From an optimization exercise on the open Yosys and OpenROAD flow, aimed at small area; shortcuts taken in it are not production practice.
In this exercise RTL edits were held to simulation tests only and were not proved equivalent to the original.
No driver is modelled on the clock port, so clocking that relies on it looks cheaper here than on a real chip.
Power and IR drop assume default switching activity.

// multicycle_processor
module multicycle_processor
(
  input  logic              Clock,
  input  logic              Resetn,
  input  logic              Run,
  output logic              Done,
  output logic [multicycle_processor_pkg::DATA_W-1:0] BusWires,
  output logic [2:0]        Tstep,
  output logic [multicycle_processor_pkg::DATA_W-1:0] Rx_data,
  output logic [multicycle_processor_pkg::DATA_W-1:0] Ry_data,
  output logic [multicycle_processor_pkg::ADDR_W-1:0] MemAddr,
  output logic [multicycle_processor_pkg::DATA_W-1:0] MemWData,
  output logic              MemWrite,
  input  logic [multicycle_processor_pkg::DATA_W-1:0] MemRData
);
==> flow/config.mk <==
export PLATFORM = sky130hd
export DESIGN_NAME = multicycle_processor
export DESIGN_NICKNAME = multicycle_processor
export VERILOG_FILES = /design/flow/design.v
export SDC_FILE = /design/flow/constraint.sdc
export NUM_CORES = 4
export LEC_CHECK = 0
export CAP_MARGIN = 20
export CORE_MARGIN = 2
export CORE_UTILIZATION = 40
export SLEW_MARGIN = 20
==> flow/constraint.sdc <==
create_clock -name core_clock -period 10.0 [get_ports {Clock}]
set_input_delay 2.0000 -clock core_clock [delete_from_list [all_inputs] [get_ports {Clock}]]
set_output_delay 2.0000 -clock core_clock [all_outputs]
set_load 0.01 [all_outputs]
standard.sh (not shown) runs the stock make flow with config.mk's settings and CLKGATE_MAP_FILE= SYNTH_SCRIPT=/design/flow/synth_recipe.tcl, a recipe that flattens the netlist after the stock synthesis.
==> flow/flow/run.sh <==
#!/bin/bash
# Standard ORFS layout with smaller port buffers, no CTS dummy loads, and
# every synthesized cell first swapped to its smallest drive strength.
set -uo pipefail
HERE=$(pwd)
export BUFFER_PORTS_ARGS="-buffer_cell sky130_fd_sc_hd__buf_1"
export CTS_ARGS="-sink_clustering_enable -repair_clock_nets -dont_use_dummy_load"
export POST_FLOORPLAN_TCL=$HERE/flow/downsize.tcl
bash standard.sh > $HERE/standard_flow.log 2>&1
==> flow/flow/downsize.tcl <==
# Swap each standard cell for the smallest-area cell of the same family
# (same function and pins, other drive strength). Timing repair later in the
# flow sizes back up wherever the 10 ns clock or slew/cap limits need it.
set db [ord::get_db]
set block [[$db getChip] getBlock]
set saved 0.0
set n 0
foreach inst [$block getInsts] {
  set m [$inst getMaster]
  set name [$m getName]
  if {![regexp {^(sky130_fd_sc_hd__[a-z0-9]+)_([0-9]+)$} $name -> base drive]} { continue }
  if {[string match "*tap*" $base] || [string match "*fill*" $base] || [string match "*decap*" $base] || [string match "*conb*" $base]} { continue }
  set area [expr {[$m getWidth] * [$m getHeight]}]
  set best $name
  set barea $area
  foreach d {0 1 2 3 4 6 8 12 16} {
    set c ${base}_$d
    if {$c eq $name} { continue }
    set cm [$db findMaster $c]
    if {$cm eq "NULL" || $cm eq ""} { continue }
    set ca [expr {[$cm getWidth] * [$cm getHeight]}]
    if {$ca < $barea} { set best $c; set barea $ca }
  }
  if {$best ne $name} {
    replace_cell [$inst getName] $best
    set saved [expr {$saved + ($area - $barea) / 1.0e6}]
    incr n
  }
}
puts "downsize: replaced $n cells, saved $saved um^2"
Next try:
==> flow/run.sh (new file) <==
#!/bin/bash
# synth_recipe.tcl (not shown) runs the flow's synth.tcl, then flattens the netlist and writes it again
# the make line also repeats each setting of config.mk as NAME=value (left out here)
make -C /OpenROAD-flow-scripts/flow DESIGN_CONFIG=/design/flow/config.mk WORK_HOME=/design/flow/orfs CLKGATE_MAP_FILE= SYNTH_SCRIPT=/design/flow/synth_recipe.tcl finish
removed: flow/flow/run.sh
removed: flow/flow/downsize.tcl
removed: flow/standard.sh
Result:
- The new run completed with no timing, DRC or antenna violations
- final cell count rises slightly
- power increases by roughly a tenth
- clock power went up by a quarter to a third
- combinational power goes up by roughly a tenth
- global-route usage rises by 1.3 points
- setup slack got worse by 310 ps
- wire length rises by a few percent
- clock skew went down by 7.9 ps


Another version of the RTL of multicycle_processor (not shown whole).
Size: about 550 cells after synthesis, ~150 flip-flops, about 95 I/O pins.
clock: 10.0 ns
lec_check: 0
cap_margin: 0
core_margin: 2
core_utilization: 65
place_density: 0.75
slew_margin: 0
==> flow/flow/run.sh <==
#!/bin/bash
# Standard ORFS layout (standard.sh's make line) with: ABC mapping for area,
# every cell first swapped to its smallest drive strength, port buffers of
# buf_1, and a clock tree of small clock buffers without dummy loads.
set -uo pipefail
HERE=$(pwd)
export FLOW_SYNTH_TCL=$HERE/synth_recipe.tcl
export FLOW_ABC_SCRIPT=$HERE/flow/abc_area.script
export BUFFER_PORTS_ARGS="-buffer_cell sky130_fd_sc_hd__buf_1"
export CTS_ARGS="-sink_clustering_enable -repair_clock_nets -dont_use_dummy_load -buf_list {sky130_fd_sc_hd__clkbuf_4 sky130_fd_sc_hd__clkbuf_8}"
export POST_FLOORPLAN_TCL=$HERE/flow/downsize.tcl
sed -e "s#SYNTH_SCRIPT=[^ ]*#SYNTH_SCRIPT=$HERE/flow/synth.tcl#" standard.sh > $HERE/standard_own.sh
bash $HERE/standard_own.sh > $HERE/standard_flow.log 2>&1
==> flow/flow/abc_area.script <==
&get -n
&st
&dch
&nf -R 1000 -p
&st
&syn2
&if -g -K 6
&synch2
&nf -R 1000 -p
&st
&syn2
&if -g -K 6
&synch2
&nf -R 1000 -p
&st
&dch
&nf -R 1000 -p
&put
topo
dnsize -c
==> flow/flow/downsize.tcl <==
# Swap each standard cell for the smallest-area cell of the same family
# (same function and pins, other drive strength). Timing repair later in the
# flow sizes back up wherever the 10 ns clock or slew/cap limits need it.
set db [ord::get_db]
set block [[$db getChip] getBlock]
set saved 0.0
set n 0
foreach inst [$block getInsts] {
  set m [$inst getMaster]
  set name [$m getName]
  if {![regexp {^(sky130_fd_sc_hd__[a-z0-9]+)_([0-9]+)$} $name -> base drive]} { continue }
  if {[string match "*tap*" $base] || [string match "*fill*" $base] || [string match "*decap*" $base] || [string match "*conb*" $base]} { continue }
  set area [expr {[$m getWidth] * [$m getHeight]}]
  set best $name
  set barea $area
  foreach d {0 1 2 3 4 6 8 12 16} {
    set c ${base}_$d
    if {$c eq $name} { continue }
    set cm [$db findMaster $c]
    if {$cm eq "NULL" || $cm eq ""} { continue }
    set ca [expr {[$cm getWidth] * [$cm getHeight]}]
    if {$ca < $barea} { set best $c; set barea $ca }
  }
  if {$best ne $name} {
    replace_cell [$inst getName] $best
    set saved [expr {$saved + ($area - $barea) / 1.0e6}]
    incr n
  }
}
puts "downsize: replaced $n cells, saved $saved um^2"
==> flow/flow/synth.tcl <==
# The standard flow's synthesis (synth_recipe.tcl: ORFS synthesis without fsm/share, then
# flatten and rename) with ABC mapping the logic by an area-oriented script.
proc abc {args} {
  set i [lsearch $args -script]
  if {$i >= 0} { lset args [expr {$i + 1}] $::env(FLOW_ABC_SCRIPT) }
  yosys abc {*}$args
}
source $::env(FLOW_SYNTH_TCL)
The starting point completed without violations.
Change:
--- a/flow/flow/run.sh
+++ b/flow/flow/run.sh
@@ -10 +10 @@
-export CTS_ARGS="-sink_clustering_enable -repair_clock_nets -dont_use_dummy_load -buf_list {sky130_fd_sc_hd__clkbuf_4 sky130_fd_sc_hd__clkbuf_8}"
+export CTS_ARGS="-sink_clustering_enable -repair_clock_nets -dont_use_dummy_load -buf_list {sky130_fd_sc_hd__clkbuf_4 sky130_fd_sc_hd__clkbuf_8} -sink_clustering_size 35 -sink_clustering_max_diameter 150"
@@ -11,0 +12 @@
+export POST_CTS_TCL=$HERE/flow/recover.tcl
==> flow/flow/abc_area.script (replaced) <==
&get -n
&st
&dch
&nf -R 1000
&st
&syn2
&if -g -K 6
&synch2
&nf -R 1000
&st
&syn2
&if -g -K 6
&synch2
&nf -R 1000
&put
topo
dnsize -c
==> flow/flow/recover.tcl (new file) <==
# Area recovery after CTS: downsize cells on paths with slack to spare, fix
# any slew or capacitance this causes, and legalise the placement again.
estimate_parasitics -placement
repair_timing -recover_power 100 -setup_margin 0 -verbose
repair_design -slew_margin 0 -cap_margin 0
detailed_placement
check_placement
report_design_area
- PLACE_DENSITY: 0.75 -> default
Effect: Design area increases by 2.0%. Maximum frequency rose by 0.85%. Power barely changes. Final cell count rose by 4.0%.
Change:
--- a/flow/flow/run.sh
+++ b/flow/flow/run.sh
@@ -10 +10 @@
-export CTS_ARGS="-sink_clustering_enable -repair_clock_nets -dont_use_dummy_load -buf_list {sky130_fd_sc_hd__clkbuf_4 sky130_fd_sc_hd__clkbuf_8} -sink_clustering_size 35 -sink_clustering_max_diameter 150"
+export CTS_ARGS="-sink_clustering_enable -repair_clock_nets -dont_use_dummy_load -buf_list {sky130_fd_sc_hd__clkbuf_4 sky130_fd_sc_hd__clkbuf_8}"
@@ -12 +11,0 @@
-export POST_CTS_TCL=$HERE/flow/recover.tcl
==> flow/flow/abc_area.script (replaced) <==
&get -n
&st
&dch
&nf -R 1000 -p
&st
&syn2
&if -g -K 6
&synch2
&nf -R 1000 -p
&st
&syn2
&if -g -K 6
&synch2
&nf -R 1000 -p
&st
&dch
&nf -R 1000 -p
&put
topo
dnsize -c
removed: flow/flow/recover.tcl
After rerunning: The new run produced a clean layout; clock power barely changes; non-clock buffer count fell by 7; worst hold slack gets better by 0.0064 ns; wire length fell by 0.85%; final area fell by 2.0%; total power rose by 0.68%; maximum frequency is about the same.
Change:
--- a/flow/flow/run.sh
+++ b/flow/flow/run.sh
@@ -10 +10 @@
-export CTS_ARGS="-sink_clustering_enable -repair_clock_nets -dont_use_dummy_load -buf_list {sky130_fd_sc_hd__clkbuf_4 sky130_fd_sc_hd__clkbuf_8}"
+export CTS_ARGS="-sink_clustering_enable -repair_clock_nets -dont_use_dummy_load -buf_list {sky130_fd_sc_hd__clkbuf_4 sky130_fd_sc_hd__clkbuf_8} -sink_clustering_size 35 -sink_clustering_max_diameter 150"
==> flow/flow/abc_area.script (replaced) <==
&get -n
&st
&dch
&nf -R 1000
&st
&syn2
&if -g -K 6
&synch2
&nf -R 1000
&st
&syn2
&if -g -K 6
&synch2
&nf -R 1000
&put
topo
dnsize -c
What happened:
- hold slack is worse by 0.011 ns
- synthesized cell count increases by 4.8%
- first-iteration DRC count increases by 5.1%
- total power decreases by 0.53%
- cell area increases by 2.2%
- maximum frequency is about the same
- cell count increases by 3.7%
- global-route usage increases by 0.13 points
- wire length increases by 0.51%
- die area increases by 1.8%
- clock skew barely changes

==> what the ideal ports hide <==
No port has a modelled driver above. Below, the same layouts with a new extraction and two added sets of constraints.
Step 1: set_driving_cell puts a clkbuf_16 on Clock and a buf_2 on each other input, an assumption about the parent block.
Step 2 also shifts input and output timing later by t, the mid clock arrival at the registers, as if the neighbouring blocks saw the same clock.
a / b / c = ideal ports / drivers / drivers and shift; a / b = the first two.
run | t, ns | setup slack, ns | worst setup path at the end | slew at the worst register clock pin (ns)
the first run of note 1 | 0.462 | 1.870 / 1.825 / 2.287 | register to output | 0.06 / 0.06
the second run of note 1 | 0.471 | 1.563 / 1.520 / 1.991 | register to output | 0.07 / 0.07
the first run of note 2 | 0.492 | 1.204 / 1.165 / 1.657 | register to output | 0.08 / 0.08
the second run of note 2 | 0.483 | 1.278 / 1.236 / 1.720 | register to output | 0.08 / 0.08
the third run of note 2 | 0.481 | 1.270 / 1.233 / 1.713 | register to output | 0.08 / 0.08
the fourth run of note 2 | 0.487 | 1.283 / 1.241 / 1.728 | register to output | 0.08 / 0.08
After both steps setup and hold are still met in every run listed.
